This design comes from an exercise in tuning for small area and a short achievable clock period on the open sky130 flow, not from production work. The RTL was checked by simulation tests, not by an equivalence proof against the original design. No driver is modelled on the clock port, so clocking that relies on it looks cheaper here than on a real chip. Power and IR drop assume default switching activity.

==> flow/design.v, too long to show whole: its modules and the start of the top module <==
// module mult_28_pipe: 1646 lines
module mult_28_pipe #(
    parameter int          LOGQ  = 28,
    parameter int unsigned PRIME = 32'h0FFF_0001,
    parameter int          TAGW  = 8
) (
    input  logic                CLK,
    input  logic                RSTN,
    input  logic                EN,
    input  logic                IN_VALID,
    input  logic [LOGQ-1:0]     A,
    input  logic [LOGQ-1:0]     B,
    input  logic [TAGW-1:0]     IN_TAG,
    output logic                OUT_VALID,
    output logic [2*LOGQ-1:0]   PROD,
    output logic [TAGW-1:0]     OUT_TAG,
    output logic                BUSY,
    output logic                RANGE_ERR
);
  // ...
==> flow/flow/run.sh <==
#!/bin/bash
set -euo pipefail
here=$(pwd)
# Modified copy of ORFS's synth.tcl
sed 's/synth -top $::env(DESIGN_NAME) -run fine: {\*}$synth_full_args/synth -top $::env(DESIGN_NAME) -run fine: -noabc {*}$synth_full_args/' \
    "$FLOW_HOME/scripts/synth.tcl" > "$here/flow_synth.tcl"
grep -q -- '-run fine: -noabc' "$here/flow_synth.tcl"
# synth_recipe.tcl with the modified synth.tcl in place of ORFS's
sed "s#source \$::env(SCRIPTS_DIR)/synth.tcl#source $here/flow_synth.tcl#" \
    "$here/synth_recipe.tcl" > "$here/flow_synth_recipe.tcl"
grep -q "flow_synth.tcl" "$here/flow_synth_recipe.tcl"
# standard.sh with that synthesis script
sed -e "s#SYNTH_SCRIPT=$here/synth_recipe.tcl#SYNTH_SCRIPT=$here/flow_synth_recipe.tcl#" \
    -e "s#CLKGATE_MAP_FILE= #CLKGATE_MAP_FILE= MATCH_CELL_FOOTPRINT=0 #" \
    "$here/standard.sh" > "$here/flow_standard.sh"
grep -q "flow_synth_recipe.tcl" "$here/flow_standard.sh"
grep -q "MATCH_CELL_FOOTPRINT=0" "$here/flow_standard.sh"
export BUFFER_PORTS_ARGS="-buffer_cell sky130_fd_sc_hd__buf_1"
export CTS_ARGS="-sink_clustering_enable -repair_clock_nets -dont_use_dummy_load -buf_list {sky130_fd_sc_hd__clkbuf_4}"
bash "$here/flow_standard.sh" cts > "$here/flow_make_cts.log" 2>&1
RES="$here/orfs/results/sky130hd/mult_28_pipe/base" PLATFORM_DIR="$FLOW_HOME/platforms/sky130hd" \
SKEW_CELL2=sky130_fd_sc_hd__clkdlybuf4s18_1 SKEW_CELL3=sky130_fd_sc_hd__clkdlybuf4s50_1 \
    openroad -no_init -exit "$here/flow/skew.tcl" > "$here/flow_skew.log" 2>&1
bash "$here/flow_standard.sh" > "$here/flow_make.log" 2>&1
==> flow/flow/skew.tcl <==
set R $::env(RES)
set P $::env(PLATFORM_DIR)
read_lef $P/lef/sky130_fd_sc_hd.tlef
read_lef $P/lef/sky130_fd_sc_hd_merged.lef
read_liberty $P/lib/sky130_fd_sc_hd__tt_025C_1v80.lib
read_db $R/4_cts.odb
read_sdc $R/4_cts.sdc
source $P/setRC.tcl
set_propagated_clock [all_clocks]
estimate_parasitics -placement
report_worst_slack -max
set block [ord::get_db_block]
set groups [list [list r2_q $::env(SKEW_CELL2)] [list r_p3 $::env(SKEW_CELL3)]]
set n 0
set leafnets {}
foreach net [$block getNets] {
  if {[$net getSigType] ne "CLOCK"} continue
  lappend leafnets [$net getName]
}
# Per leaf clock net and per group: if the group owns every sink of the net,
# the delay cell goes on the input of the net's leaf buffer (the leaf buffer
# still drives the sinks); otherwise the group's sinks get a clkbuf_4 of their
# own, with the delay cell on its input.
foreach nname $leafnets {
  set allpins {}
  foreach pin [get_pins -quiet -of_objects [get_nets $nname]] {
    if {[get_property $pin direction] eq "input"} { lappend allpins $pin }
  }
  set drvpin ""
  foreach pin [get_pins -quiet -of_objects [get_nets $nname]] {
    if {[get_property $pin direction] eq "output"} { set drvpin $pin }
  }
  if {$drvpin eq ""} continue
  foreach g $groups {
    lassign $g prefix cell
    if {$cell eq "none"} continue
    set pins {}
    set xs 0.0; set ys 0.0
    foreach pin $allpins {
      set pname [get_full_name $pin]
      if {[string first $prefix $pname] == 0 && [string match "*/CLK" $pname]} {
        lappend pins $pin
        set loc [sta::pin_location $pin]
        set xs [expr {$xs + 1e6 * [lindex $loc 0]}]; set ys [expr {$ys + 1e6 * [lindex $loc 1]}]
      }
    }
    if {[llength $pins] == 0} continue
    set k [llength $pins]
    set x [expr {$xs / $k}]; set y [expr {$ys / $k}]
    if {$k == [llength $allpins]} {
      # the leaf buffer's input
      set lb [get_full_name [get_cells -of_objects $drvpin]]
      set lbin [get_pins $lb/A]
      set loc [sta::pin_location $lbin]
      set innet [get_full_name [get_nets -of_objects $lbin]]
      insert_buffer -buffer_cell $cell -net $innet -load_pins [list $lbin] -location [list [expr {1e6*[lindex $loc 0]}] [expr {1e6*[lindex $loc 1]}]] -buffer_name skew_${prefix}_$n
    } else {
      insert_buffer -buffer_cell sky130_fd_sc_hd__clkbuf_4 -net $nname -load_pins $pins -location [list $x $y] -buffer_name skewb_${prefix}_$n
      set bin [get_pins skewb_${prefix}_$n/A]
      insert_buffer -buffer_cell $cell -net $nname -load_pins [list $bin] -location [list $x $y] -buffer_name skew_${prefix}_$n
    }
    incr n
  }
}
puts "skew buffers inserted: $n"
# new nets carry the clock
foreach net [$block getNets] {
  set drv [$net getFirstOutput]
  if {$drv ne "NULL" && $drv ne "" && [string match "skew_*" [[$drv getInst] getName]]} { $net setSigType CLOCK }
}
detailed_placement
check_placement
estimate_parasitics -placement
report_worst_slack -max
report_worst_slack -min
write_db $R/4_cts.odb
==> flow/standard.sh <==
#!/bin/bash
# synth_recipe.tcl (not shown) runs the flow's synth.tcl, then flattens the netlist and writes it again
# the make line also repeats each setting of config.mk as NAME=value (left out here)
make -C /OpenROAD-flow-scripts/flow DESIGN_CONFIG=/design/flow/config.mk WORK_HOME=/design/flow/orfs CLKGATE_MAP_FILE= SYNTH_SCRIPT=/design/flow/synth_recipe.tcl "${@:-finish}"
==> flow/config.mk <==
export PLATFORM = sky130hd
export DESIGN_NAME = mult_28_pipe
export DESIGN_NICKNAME = mult_28_pipe
export VERILOG_FILES = /design/flow/design.v
export SDC_FILE = /design/flow/constraint.sdc
export NUM_CORES = 4
export LEC_CHECK = 0
export ABC_AREA = 1
export CAP_MARGIN = 20
export CORE_MARGIN = 2
export CORE_UTILIZATION = 40
export SETUP_SLACK_MARGIN = 3.0
export SLEW_MARGIN = 20
==> flow/constraint.sdc <==
create_clock -name core_clock -period 6.5 [get_ports {CLK}]
set_input_delay 1.3000 -clock core_clock [delete_from_list [all_inputs] [get_ports {CLK}]]
set_output_delay 1.3000 -clock core_clock [all_outputs]
set_load 0.01 [all_outputs]
==> metrics.md, run 1 <==
| Metric | Value |
|---|---|
| Outcome | no timing/DRC/antenna violations |
| PwrDens | 509 nW/µm² |
| Cts hold-fix bufs | 0 |
| CP startpoint kind | register |
| Met3 Use GR | 12.1% |
| Comb. pwr | 9610 µW |
| Commonest cells in the netlist | 347 x nand2_1, 314 x edfxtp_1, 296 x xor2_1 |
| Most frequent cells in the layout | 345 x nand2_1, 314 x edfxtp_1, 295 x xor2_1 |
| Net Sw Frac | 46.5% |
| Count leader, synth | nand2_1 |
| Multi-In Gates | 1863 |
| WL/cell | 28.2 µm |
| Final nets | 3362 |
| Headroom to the max-slew limit | 19.8% |
| Largest Register | r2_q |
| FFs & Latches | 318 |
| N_diodes | 3 |
| CTS resizes | 97 |
| Part of the power in registers | 25.8% |
| MaxCap Viol Count | 0 |
| Worst-path maximum fanout | 10 |
| Synth Area in Compound Gates | 16.8% |
| Clock Pin Slew Worst Setup and Hold Paths | 0.06 ns |
| Async SR Flop Fraction | 1.26% |
| Total track usage | 30.1% |
| CP delay by family, top | adder cells |
| Number of CTS-inserted buffers | 92 |
| Crit path from | a1[7] |
==> inputs of run 2 (changes only) <==
--- a/flow/flow/run.sh
+++ b/flow/flow/run.sh
@@ -19,6 +19,6 @@
 export CTS_ARGS="-sink_clustering_enable -repair_clock_nets -dont_use_dummy_load -buf_list {sky130_fd_sc_hd__clkbuf_4}"
 bash "$here/flow_standard.sh" cts > "$here/flow_make_cts.log" 2>&1
 RES="$here/orfs/results/sky130hd/mult_28_pipe/base" PLATFORM_DIR="$FLOW_HOME/platforms/sky130hd" \
-SKEW_CELL2=sky130_fd_sc_hd__clkdlybuf4s18_1 SKEW_CELL3=sky130_fd_sc_hd__clkdlybuf4s50_1 \
+SKEW_CELL2=sky130_fd_sc_hd__clkdlybuf4s25_1 SKEW_CELL3=sky130_fd_sc_hd__clkdlybuf4s50_1 \
     openroad -no_init -exit "$here/flow/skew.tcl" > "$here/flow_skew.log" 2>&1
 bash "$here/flow_standard.sh" > "$here/flow_make.log" 2>&1
==> metrics.md, run 2 <==
| Metric | Value |
|---|---|
| Outcome | no timing/DRC/antenna violations (unchanged) |
| Synth area leaders | edfxtp_1 34%, fa_1 16%, xor2_1 9.5% (unchanged) |
| Syn Nets | 3154 (unchanged) |
| Xor-xnor portion of the synthesized cell area | 9.56% (unchanged) |
| Via density per instance | 6.24 (was 6.23) |
| Initial Utilization | 40.6% (unchanged) |
| Most frequent CP cell | fa_1 (unchanged) |
| Most common cell after layout, fill and taps aside | nand2_1 (unchanged) |
| Clock Tree Buf Depth | 3 (unchanged) |
| Clock Skew | 0.440 ns (was 0.443 ns) |
| Setup CP Type | reg -> reg (unchanged) |
| Slowest cell on crit path | fa_1 (was edfxtp_1) |
| Rows | 95 (unchanged) |
| Synth Flop Type | edfxtp_1 (unchanged) |
| Hold slack | 0.215 ns (about the same) |
| Register bit count reported by yosys | 318 (unchanged) |
| Via count | 23700 (was 23600) |
| GPL Wtd Cong | 0.994 (unchanged) |
| Met3 WL post-DR | 14400 µm (was 14800 µm) |
| Area Overhead vs Synth | 12.6% (about the same) |
| DRT iter0 DRCs | 3194 (was 3091) |
| TritonCTS clock tree | built (unchanged) |
| Crit path from | a3[0] (was a1[7]) |
| R2R Path Start | a3[0] (was a1[7]) |
| Clock Pin Slew Worst Setup and Hold Paths | 0.06 ns (about the same) |
| Critical Path AT | 4.17 ns (was 4.25 ns) |
| Dpl hpwl | 71900 µm (unchanged) |
| Post-synthesis mux area share | 0% (unchanged) |
| IO buf count | 134 (unchanged) |
| Commonest cells in the netlist | 347 x nand2_1, 314 x edfxtp_1, 296 x xor2_1 (unchanged) |
| IO Count | 135 (unchanged) |
| Final nets | 3363 (was 3362) |
| Worst-margin pin slew | 1.15 ns (was 1.20 ns) |
| Final Hold Viols | 0 (unchanged) |
| Hold_sp | r2_q[3] (unchanged) |
| MaxCap Viol Count | 0 (unchanged) |
| Worst hold path type | reg -> reg (unchanged) |
| Final period util | 53.2% (was 53.8%) |
| Worst-path maximum fanout | 20 (was 10) |
| Cell Area, Synth | 27400 µm² (unchanged) |
| Most frequent cells in the layout | 345 x nand2_1, 314 x edfxtp_1, 295 x xor2_1 (unchanged) |
| Total gr overflow | 0 (unchanged) |
| Simple-gate share of the synthesized area | 8.17% (unchanged) |
| Crit end category | register (unchanged) |
| Total track usage | 30.1% (about the same) |
| Core area | 67500 µm² (unchanged) |
| PwrDens | 512 nW/µm² (was 509 nW/µm²) |
| Main combinational cell family by area after synthesis | adder cells (unchanged) |
| Peak Freq | 0.289 GHz (was 0.286 GHz) |
| CP Data Required Time | 7.21 ns (was 7.25 ns) |
| Top cell type by total area after synthesis | edfxtp_1 (unchanged) |
| Chip height | 266 µm (unchanged) |
| Synth cell types | 44 (unchanged) |
| First-pass iteration count of the detailed router | 11 (was 8) |
| Layout fillers | 6430 (was 6426) |
| Seq/Total Area, Yosys | 34.8% (unchanged) |
| Count leader, synth | nand2_1 (unchanged) |
| Number of CTS-inserted buffers | 92 (unchanged) |
| Cell Count, Final, Fillers Out | 3798 (was 3796) |
| EDFF count, synth | 314 (unchanged) |
| First-pass GRT wire length | 156000 µm (was 155000 µm) |
| Worst-skew pair later-pin latency | 1.33 ns (was 1.32 ns) |
| Largest net degree at the start of global routing | 164 (unchanged) |
| Max rail drop VDD | 0.349 mV (was 0.322 mV) |
| Depth of the CTS H-tree | 3 (unchanged) |
| Vias in the first global route | 23600 (about the same) |
| Top cell type's share of synthesized area | 34.4% (unchanged) |
| Largest regs | r2_q x130, r_p3 x56, a3 x30 (unchanged) |
| Max reg flops | 130 (unchanged) |
| Met2 wire len | 44200 µm (about the same) |
| Slew Viols, Final | 0 (unchanged) |
| Fraction of layout cells with a size suffix above 1 | 12.7% (about the same) |
| Routed Antenna Nets | 0 (unchanged) |
| Final WL | 107000 µm (about the same) |
| CP cell instances | buf_4, clkinv_1, o221ai_1, xor2_1, fa_1, fa_1, fa_1 (was clkinvlp_4, o22ai_1, a221oi_1, xor2_1, fa_1, fa_1, fa_1, fa_1) |
| Max stage delay on crit path | 0.60 ns (was 0.54 ns) |
| Post-Synth Adder-Cell Area | 23.0% (unchanged) |
| Sum Neg Setup Slack | 0 ns (unchanged) |
| RSZ-0062 raised after global routing | no (unchanged) |
| Headroom to the max-slew limit | 23.4% (was 19.8%) |
| Synth Area per Inst | 10.1 µm² (unchanged) |
| DIE WIDTH | 266 µm (unchanged) |
| WL/cell | 28.2 µm (about the same) |
| Full die area | 70600 µm² (unchanged) |
| CP startpoint kind | register (unchanged) |
| Largest Register | r2_q (unchanged) |
| Max layer used | met5 (unchanged) |
| Yosys warnings | 1 (unchanged) |
| Async SR Flop Fraction | 1.26% (unchanged) |
| Footprint of the multi-input gates | 16000 µm² (about the same) |
| Post-Syn Instances | 2714 (unchanged) |
| FF/Latch Area | 9530 µm² (unchanged) |
| Crit path time final | 3.46 ns (was 3.49 ns) |
| Synth Area in Compound Gates | 16.8% (unchanged) |
| Leak | 0.0125 µW (about the same) |
| TritonCTS Sinks | 318 (unchanged) |
| Cts hold-fix bufs | 0 (unchanged) |
| Initial antenna violation count | 3 (unchanged) |
| Drt drc | 0 (unchanged) |
| CTS root buf | clkbuf_4 (unchanged) |
| Placed Cells | 3534 (unchanged) |
| Routed metal-1 wirelength | 42800 µm (was 42600 µm) |
| Setup violators final | 0 (unchanged) |
==> run 2: cell counts after synthesis <==
No cell type changed its count.
==> run 2: final timing paths <==
| path | end | slack, ns | cells after the start |
|---|---|---|---|
| max | r2_q[30] | 3.04 | 7 |
| min | r_p3[2] | 0.21 | 1 |
| max reg2reg | r2_q[30] | 3.04 | 7 |
| min reg2reg | r_p3[2] | 0.21 | 1 |
| max in group asynchronous | r_v2 | 6.00 | 1 |
| min in group asynchronous | r_range_err | 0.25 | 1 |
==> run 2: final cells by class <==
type,instances,area share [%]
multi-input combinational,1863,51.9
sequential,318,30.9
timing repair buffer,250,4.93
inverter,306,4.17
clock buffer,159,4.14
tap,873,3.54
timing repair inverter,25,0.430
antenna,4,0.0325
==> run 2: cell families after synthesis <==
kind of cell	after synthesis
adders and majority gates	372
AOI/OAI and AO/OA	650
xor gates and xnor gates	299
DFF	318
buffers and inverters	534
and+or+nand+nor	541
==> run 2: per-layer routing <==
metal / track usage (%) / vias to the layer above
met5: 0.624 / -
met4: 13.4 / 2
met3: 12.0 / 415
met2: 43.3 / 1734
met1: 39.7 / 11500
li1: - / 10100
==> run 2: where the power goes <==
part           internal, µW  total [µW]  switching (µW)
Sequential             3650        4050             403
Clock                  1150        2050             900
Combinational          3660        9680            6020
Total                  8460       15800            7320
==> run 2: worst max-delay path, delay by kind of cell (launching register included) <==
kind	cells	cell delay [ns]
DFF	1	0.33
buffers and inverters	2	0.86
AOI/OAI and AO/OA	1	0.41
adders and majority gates	3	1.51
xor gates and xnor gates	1	0.17
==> run 2: metrics by stage <==
| step | power (µW) | utilization, % | setup slack [ns] | area, µm² |
|---|---|---|---|---|
| 6_report | 15800 | 45.7 | 3.04 | 30800 |
| 3_3_place_gp | 13000 | 42.0 | 2.25 | 28400 |
| 4_1_cts | 14900 | 44.7 | 2.94 | 30200 |
| 5_1_grt | 17300 | 45.7 | 3.00 | 30800 |
| 2_1_floorplan | 10600 | - | 3.12 | 27400 |
| 3_5_place_dp | 13300 | 42.0 | 2.29 | 28400 |
==> run 2: repair_timing <==
action,4_1_cts,5_1_grt
pin swaps,2,2
setup endpoints to repair,86,13
gates resized for setup,97,11
setup buffers,71,3
gates cloned,26,1
==> inputs of run 3 (changes only) <==
--- a/flow/flow/run.sh
+++ b/flow/flow/run.sh
@@ -19,6 +19,6 @@
 export CTS_ARGS="-sink_clustering_enable -repair_clock_nets -dont_use_dummy_load -buf_list {sky130_fd_sc_hd__clkbuf_4}"
 bash "$here/flow_standard.sh" cts > "$here/flow_make_cts.log" 2>&1
 RES="$here/orfs/results/sky130hd/mult_28_pipe/base" PLATFORM_DIR="$FLOW_HOME/platforms/sky130hd" \
-SKEW_CELL2=sky130_fd_sc_hd__clkdlybuf4s25_1 SKEW_CELL3=sky130_fd_sc_hd__clkdlybuf4s50_1 \
+SKEW_CELL2=sky130_fd_sc_hd__clkdlybuf4s18_1 SKEW_CELL3=sky130_fd_sc_hd__clkdlybuf4s50_1 \
     openroad -no_init -exit "$here/flow/skew.tcl" > "$here/flow_skew.log" 2>&1
 bash "$here/flow_standard.sh" > "$here/flow_make.log" 2>&1
--- a/flow/config.mk
+++ b/flow/config.mk
@@ -9,5 +9,5 @@
 export CAP_MARGIN = 20
 export CORE_MARGIN = 2
 export CORE_UTILIZATION = 40
-export SETUP_SLACK_MARGIN = 3.0
+export SETUP_SLACK_MARGIN = 3.25
 export SLEW_MARGIN = 20
==> metrics.md, run 3 <==
| Metric | Value |
|---|---|
| Rows | 95 (unchanged) |
| Crit end category | register (unchanged) |
| Leak | 0.0132 µW (was 0.0125 µW) |
| Dpl hpwl | 72900 µm (was 71900 µm) |
| Synth area leaders | edfxtp_1 34%, fa_1 16%, xor2_1 9.5% (unchanged) |
| Critical Path AT | 4.06 ns (was 4.17 ns) |
| Core area | 67500 µm² (unchanged) |
| First-pass GRT wire length | 161000 µm (was 156000 µm) |
| Syn Nets | 3154 (unchanged) |
| Commonest cells in the netlist | 347 x nand2_1, 314 x edfxtp_1, 296 x xor2_1 (unchanged) |
| RSZ-0062 raised after global routing | yes (was no) |
| Top cell type by total area after synthesis | edfxtp_1 (unchanged) |
| Depth of the CTS H-tree | 3 (unchanged) |
| TritonCTS clock tree | built (unchanged) |
| IO buf count | 134 (unchanged) |
| Clock Skew | 0.430 ns (was 0.440 ns) |
| Largest net degree at the start of global routing | 132 (was 164) |
| Total gr overflow | 0 (unchanged) |
| First-pass iteration count of the detailed router | 6 (was 11) |
| Headroom to the max-slew limit | 35.0% (was 23.4%) |
| Synth Area per Inst | 10.1 µm² (unchanged) |
| Slowest cell on crit path | a221oi_1 (was fa_1) |
| WL/cell | 28.6 µm (was 28.2 µm) |
| Area Overhead vs Synth | 19.3% (was 12.6%) |
| Worst-margin pin slew | 0.976 ns (was 1.15 ns) |
| TritonCTS Sinks | 318 (unchanged) |
| Worst-skew pair later-pin latency | 1.35 ns (was 1.33 ns) |
| IO Count | 135 (unchanged) |
| Post-Syn Instances | 2714 (unchanged) |
| Clock Pin Slew Worst Setup and Hold Paths | 0.06 ns (about the same) |
| Async SR Flop Fraction | 1.26% (unchanged) |
| Placed Cells | 3533 (was 3534) |
| GPL Wtd Cong | 0.973 (was 0.994) |
| DRT iter0 DRCs | 3204 (was 3194) |
| Yosys warnings | 1 (unchanged) |
| Worst-path maximum fanout | 10 (was 20) |
| Routed Antenna Nets | 0 (unchanged) |
| Outcome | no timing/DRC/antenna violations (unchanged) |
| DIE WIDTH | 266 µm (unchanged) |
| Worst hold path type | in -> async (was reg -> reg) |
| Chip height | 266 µm (unchanged) |
| Max rail drop VDD | 0.473 mV (was 0.349 mV) |
| MaxCap Viol Count | 0 (unchanged) |
| Count leader, synth | nand2_1 (unchanged) |
| CP Data Required Time | 7.28 ns (was 7.21 ns) |
| Seq/Total Area, Yosys | 34.8% (unchanged) |
| Max reg flops | 130 (unchanged) |
| Top cell type's share of synthesized area | 34.4% (unchanged) |
| Via density per instance | 6.24 (about the same) |
| CP cell instances | buf_4, clkinvlp_4, buf_4, o22ai_1, a221oi_1, xor2_1, fa_1, fa_1 (was buf_4, clkinv_1, o221ai_1, xor2_1, fa_1, fa_1, fa_1) |
| Buffers plus inverters on the worst setup path | 3 (was 2) |
| Largest Register | r2_q (unchanged) |
| Via count | 24300 (was 23700) |
| Setup CP Type | reg -> reg (unchanged) |
| Final WL | 111000 µm (was 107000 µm) |
| Number of CTS-inserted buffers | 90 (was 92) |
| Slew Viols, Final | 0 (unchanged) |
| Synth Flop Type | edfxtp_1 (unchanged) |
| Register bit count reported by yosys | 318 (unchanged) |
| Cell Count, Final, Fillers Out | 3891 (was 3798) |
| Crit path time final | 3.28 ns (was 3.46 ns) |
| Clock Tree Buf Depth | 3 (unchanged) |
| Largest regs | r2_q x130, r_p3 x56, a3 x30 (unchanged) |
| Final nets | 3455 (was 3363) |
| Drt drc | 0 (unchanged) |
| Initial antenna violation count | 2 (was 3) |
| Final period util | 50.5% (was 53.2%) |
| Cell Area, Synth | 27400 µm² (unchanged) |
| Final Hold Viols | 0 (unchanged) |
| Layout fillers | 6306 (was 6430) |
| CP startpoint kind | register (unchanged) |
| Most common cell after layout, fill and taps aside | nand2_1 (unchanged) |
| Peak Freq | 0.305 GHz (was 0.289 GHz) |
| Setup violators final | 0 (unchanged) |
| Fraction of layout cells with a size suffix above 1 | 20.0% (was 12.7%) |
| Sum Neg Setup Slack | 0 ns (unchanged) |
| EDFF count, synth | 314 (unchanged) |
| PwrDens | 514 nW/µm² (was 512 nW/µm²) |
| CTS root buf | clkbuf_4 (unchanged) |
| Synth cell types | 44 (unchanged) |
| Most frequent cells in the layout | 335 x nand2_1, 314 x edfxtp_1, 285 x xor2_1 (was 345 x nand2_1, 314 x edfxtp_1, 295 x xor2_1) |
| Vias in the first global route | 24100 (was 23600) |
| Total track usage | 31.3% (was 30.1%) |
| Full die area | 70600 µm² (unchanged) |
| Max stage delay on crit path | 0.72 ns (was 0.60 ns) |
| Initial Utilization | 40.6% (unchanged) |
| CP delay by family, top | adder cells (unchanged) |
run 3: changes by cell type in the layout (fill, tap and decap cells not counted), sizes merged:
cell,delta
buf,+86
clkdlybuf4s25,-26
clkdlybuf4s18,+24
clkinv,-8
clkinvlp,+8
inv,+3
bufinv,+2
clkbuf,+2
clkdlybuf4s50,+1
diode,+1
run 3: what timing repair did:
item | in CTS | in global routing
setup endpoints to repair | 127 | 18
setup buffers | 163 | 3
pin swaps | 33 | 11
resized for setup | 295 | 40
hold buffers | 0 | 0
cloned | 34 | 0
run 3: final timing paths:
check	cells past startpoint	slack [ns]	to	start
max	8	3.22	r2_q[93]	a1[12]
max in group asynchronous	1	5.98	r_v3	RSTN
min in group core_clock	2	0.32	r_p3[55]	r2_q[129]
max reg2reg	8	3.22	r2_q[93]	a1[12]
min reg2reg	2	0.32	r_p3[55]	r2_q[129]
min	1	0.26	r_range_err	RSTN
run 3: layer usage:
metal / vias up / routed length [µm] / share of wire, % / global-route usage [%]
met5: - / 0 / 0 / 0.347
met4: 0 / 5360 / 4.8 / 13.3
met3: 377 / 14900 / 13 / 12.8
met2: 1680 / 45100 / 41 / 43.6
met1: 11900 / 46000 / 41 / 42.6
li1: 10300 / - / - / -
run 3: per-stage QoR:
stage               util (%)  power, µW  hold WS (ns)  worst slack [ns]  instance area, µm²
finish                  48.4      16800         0.260              3.22               32700
global route            48.4      18300         0.267              3.22               32700
CTS                     47.3      15500         0.217              3.19               31900
detailed placement      42.0      13300         0.407              2.07               28400
global placement        42.0      13000         0.401              2.02               28400
floorplan                  -      10600         0.400              3.21               27400
run 3: layout make-up:
cell class / instances / area [µm²] / area share [%]
timing repair buffer: 343 / 2380 / 7.27
multi-input combinational: 1863 / 16900 / 51.6
sequential: 318 / 9530 / 29.2
clock buffer: 153 / 1230 / 3.76
tap: 873 / 1090 / 3.34
inverter: 306 / 1380 / 4.22
timing repair inverter: 30 / 210 / 0.643
antenna: 5 / 12.5 / 0.0383
run 3: cell families after synthesis:
kind of cell | after synthesis | synth area share (%)
AO/OA/AOI/OAI | 650 | 16.8
XOR/XNOR | 299 | 9.56
adder cells (fa/ha/maj) | 372 | 23.0
buffers and inverters | 534 | 7.67
flip-flops | 318 | 34.8
AND/OR/NAND/NOR | 541 | 8.17
run 3: power breakdown:
group / switching [µW] / internal (µW)
sequential: 418 / 3650
clock: 886 / 1090
combinational: 6500 / 4250
total: 7800 / 8990
==> inputs of run 4 (changes only) <==
--- a/flow/flow/run.sh
+++ b/flow/flow/run.sh
@@ -16,7 +16,7 @@
 grep -q "flow_synth_recipe.tcl" "$here/flow_standard.sh"
 grep -q "MATCH_CELL_FOOTPRINT=0" "$here/flow_standard.sh"
 export BUFFER_PORTS_ARGS="-buffer_cell sky130_fd_sc_hd__buf_1"
-export CTS_ARGS="-sink_clustering_enable -repair_clock_nets -dont_use_dummy_load -buf_list {sky130_fd_sc_hd__clkbuf_4}"
+export CTS_ARGS="-sink_clustering_enable -repair_clock_nets -dont_use_dummy_load -buf_list {sky130_fd_sc_hd__clkbuf_8}"
 bash "$here/flow_standard.sh" cts > "$here/flow_make_cts.log" 2>&1
 RES="$here/orfs/results/sky130hd/mult_28_pipe/base" PLATFORM_DIR="$FLOW_HOME/platforms/sky130hd" \
 SKEW_CELL2=sky130_fd_sc_hd__clkdlybuf4s18_1 SKEW_CELL3=sky130_fd_sc_hd__clkdlybuf4s50_1 \
==> metrics.md, run 4 <==
| Metric | Value |
|---|---|
| Outcome | no timing/DRC/antenna violations (unchanged) |
| Synth Flop Type | edfxtp_1 (unchanged) |
| Gr busiest metal | met2 (unchanged) |
| Final nets | 3421 (was 3455) |
| Met3 Use GR | 12.4% (was 12.8%) |
| Top cell type by total area after synthesis | edfxtp_1 (unchanged) |
| Post-Syn Instances | 2714 (unchanged) |
| Vias in the first global route | 23800 (was 24100) |
| Depth of the CTS H-tree | 2 (was 3) |
| IO Count | 135 (unchanged) |
| Worst-skew pair later-pin latency | 1.11 ns (was 1.35 ns) |
| Slew Viols, Final | 0 (unchanged) |
| Synth area leaders | edfxtp_1 34%, fa_1 16%, xor2_1 9.5% (unchanged) |
| Via density per instance | 6.23 (was 6.24) |
| Async SR Flop Fraction | 1.26% (unchanged) |
| Full die area | 70600 µm² (unchanged) |
| GR Util met2 | 44.3% (was 43.6%) |
| Commonest cells in the netlist | 347 x nand2_1, 314 x edfxtp_1, 296 x xor2_1 (unchanged) |
| Chip height | 266 µm (unchanged) |
| Count leader, synth | nand2_1 (unchanged) |
| Final period util | 51.4% (was 50.5%) |
| Register bit count reported by yosys | 318 (unchanged) |
| Crit path time final | 3.34 ns (was 3.28 ns) |
| R2R Path End | r2_q[32] (was r2_q[93]) |
| Clock Pin Slew Worst Setup and Hold Paths | 0.06 ns (about the same) |
| TritonCTS clock tree | built (unchanged) |
| Most frequent cells in the layout | 325 x nand2_1, 314 x edfxtp_1, 285 x xor2_1 (was 335 x nand2_1, 314 x edfxtp_1, 285 x xor2_1) |
| Drt drc | 0 (unchanged) |
| Syn Nets | 3154 (unchanged) |
| Setup CP Type | reg -> reg (unchanged) |
| Peak Freq | 0.299 GHz (was 0.305 GHz) |
| Top cell type's share of synthesized area | 34.4% (unchanged) |
| Largest regs | r2_q x130, r_p3 x56, a3 x30 (unchanged) |
| Largest Register | r2_q (unchanged) |
| Placed Instance Area | 28400 µm² (unchanged) |
| Worst Hold Path EP | r_t3[4] |
| Max stage delay on crit path | 0.62 ns (was 0.72 ns) |
| Critical Path AT | 3.83 ns (was 4.06 ns) |
| CP Data Required Time | 6.99 ns (was 7.28 ns) |
| Routed Antenna Nets | 0 (unchanged) |
| Worst-path maximum fanout | 10 (unchanged) |
| Post-Route Utilization | 48.8% (was 48.4%) |
| Finished Cell Area | 33000 µm² (was 32700 µm²) |
| Largest net degree at the start of global routing | 132 (unchanged) |
| Crit end category | register (unchanged) |
| MaxCap Viol Count | 0 (unchanged) |
| Total gr overflow | 0 (unchanged) |
| R2R setup slack | 3.16 ns (was 3.22 ns) |
| Initial Utilization | 40.6% (unchanged) |
| First-pass iteration count of the detailed router | 9 (was 6) |
| RSZ-0062 raised after global routing | yes (unchanged) |
| Setup violators final | 0 (unchanged) |
| Hold slack | 0.392 ns (was 0.260 ns) |
| Synth cell types | 44 (unchanged) |
| Final Hold Viols | 0 (unchanged) |
| Clock Tree Buf Depth | 3 (unchanged) |
| EDFF count, synth | 314 (unchanged) |
| First-pass GRT wire length | 161000 µm (about the same) |
| Cell Area, Synth | 27400 µm² (unchanged) |
| Most frequent CP cell | fa_1 |
| WL/cell | 29.0 µm (was 28.6 µm) |
| Hold_sp | r_t2[4] |
| Area Overhead vs Synth | 20.3% (was 19.3%) |
| Worst hold stages | 0 |
| Via count | 24000 (was 24300) |
| Worst-margin pin slew | 0.987 ns (was 0.976 ns) |
| DRT iter0 DRCs | 3059 (was 3204) |
| Slowest cell on crit path | fa_1 (was a221oi_1) |
| Yosys warnings | 1 (unchanged) |
| Seq/Total Area, Yosys | 34.8% (unchanged) |
| Leak | 0.0133 µW (was 0.0132 µW) |
| Number of CTS-inserted buffers | 56 (was 90) |
| CP cell instances | clkinvlp_4, o22ai_1, a221oi_1, xor2_1, fa_1, fa_1, fa_1 (was buf_4, clkinvlp_4, buf_4, o22ai_1, a221oi_1, xor2_1, fa_1, fa_1) |
| CP startpoint kind | register (unchanged) |
| R2R depth | 7 (was 8) |
| TritonCTS Sinks | 318 (unchanged) |
| Worst hold path type | reg -> reg (was in -> async) |
| Final WL | 112000 µm (was 111000 µm) |
| Total track usage | 31.1% (was 31.3%) |
| M1 GR Usage | 42.2% (was 42.6%) |
| DIE WIDTH | 266 µm (unchanged) |
| Headroom to the max-slew limit | 34.2% (was 35.0%) |
| Rows | 95 (unchanged) |
| Synth Area per Inst | 10.1 µm² (unchanged) |
| Fraction of layout cells with a size suffix above 1 | 20.4% (was 20.0%) |
| GPL Wtd Cong | 0.973 (unchanged) |
| Clock Skew | 0.383 ns (was 0.430 ns) |
| Core area | 67500 µm² (unchanged) |
| Cts hold-fix bufs | 0 (unchanged) |
| Initial antenna violation count | 3 (was 2) |
| PwrDens | 538 nW/µm² (was 514 nW/µm²) |
| Dpl hpwl | 72900 µm (unchanged) |
| R2R Path Start | a1[4] (was a1[12]) |
| IO buf count | 134 (unchanged) |
| CTS root buf | clkbuf_8 (was clkbuf_4) |
| Max rail drop VDD | 0.419 mV (was 0.473 mV) |
| Sum Neg Setup Slack | 0 ns (unchanged) |
| Layout fillers | 6287 (was 6306) |
| Overall power | 17700 µW (was 16800 µW) |
| Max reg flops | 130 (unchanged) |
| Most common cell after layout, fill and taps aside | nand2_1 (unchanged) |
run 4: metal layers:
metal | part of all wire (%) | vias to the layer above
li1 | - | 10200
met3 | 14 | 360
met2 | 41 | 1667
met5 | 0.071 | -
met1 | 40 | 11800
met4 | 4.6 | 4
run 4: cell families after synthesis:
kind of cell | count (synthesis) | share of synthesized area (%)
AOI/OAI and AO/OA | 650 | 16.8
and+or+nand+nor | 541 | 8.17
buffers and inverters | 534 | 7.67
adders and majority gates | 372 | 23.0
DFF | 318 | 34.8
xor gates and xnor gates | 299 | 9.56
run 4: how the worst max path moves through the flow:
stage,endpoint,slack [ns],startpoint
after floorplan,r2_q[36],3.21,a1[18]
after CTS,r2_q[83],3.16,a1[12]
after global placement,r2_q[36],2.02,a1[18]
after detailed placement,r2_q[36],2.07,a1[18]
after global routing,r_p3[49],3.17,r2_q[79]
final,r2_q[32],3.16,a1[4]
run 4: where the power goes:
group,internal [µW],leakage [µW],switching (µW)
Clock,1100,0.000628,865
Sequential,3650,0.00311,422
Combinational,4880,0.00955,6840
Total,9620,0.0133,8120
run 4: critical path, delay by kind of cell, from the launching register on:
family / cells / cell delay (ns)
compound gates: 2 / 0.36
flops: 1 / 0.59
xor+xnor: 1 / 0.21
buf+inv: 1 / 0.47
fa+ha+maj: 3 / 1.54
run 4: final cells by class:
class / count / area, µm² / area share, %
multi-input cells: 1864 / 17100 / 51.8
diodes: 2 / 5.00 / 0.0152
clock buffers: 106 / 1180 / 3.57
repair inverters: 32 / 221 / 0.672
inverters: 306 / 1370 / 4.16
repair buffers: 353 / 2480 / 7.54
flip-flops and latches: 318 / 9530 / 28.9
well taps: 873 / 1090 / 3.31
run 4: timing repair:
item,CTS,global route
endpoints found under the setup margin,129,32
setup buffers,156,20
pin swaps,35,24
gates cloned,35,2
gates resized for setup,276,86
run 4: through the flow:
step	cells	worst slack [ns]
after floorplan	2714	3.21
after global placement	3533	2.02
after detailed placement	3533	2.07
after CTS	3780	3.16
after global routing	3854	3.17
final	3854	3.16

port drivers added, routing unchanged:
How much do the figures lean on ideal ports? The routed layouts below were timed once more, with nothing changed but the port constraints.
Step 1: set_driving_cell puts a clkbuf_16 on CLK and a buf_2 on each other input, an assumption about the parent block.
Step 2, shift: input delay + t, output delay - t, t = (earliest + latest rising clock arrival at the registers) / 2. This alone moves slack from input paths to output paths.
Three values: no drivers, after step 1, after step 2; two values: the first two.
run | t (ns) | slack for setup (ns) | latest minus earliest clock arrival (ns)
run 1 | 1.119 | 3.006 / 3.006 / 2.340 | 0.532 / 0.532
run 2 | 1.127 | 3.040 / 3.040 / 2.360 | 0.530 / 0.530
run 3 | 1.115 | 3.219 / 3.219 / 2.364 | 0.576 / 0.576
run 4 | 0.910 | 3.156 / 3.156 / 2.570 | 0.504 / 0.503
Clock arrivals are far apart in every run listed, so t is only a midpoint there and step 2 fits no single register. The setup slack of run 3, which loses most, moves by 0.000 ns with the drivers and by -0.855 ns with both steps.
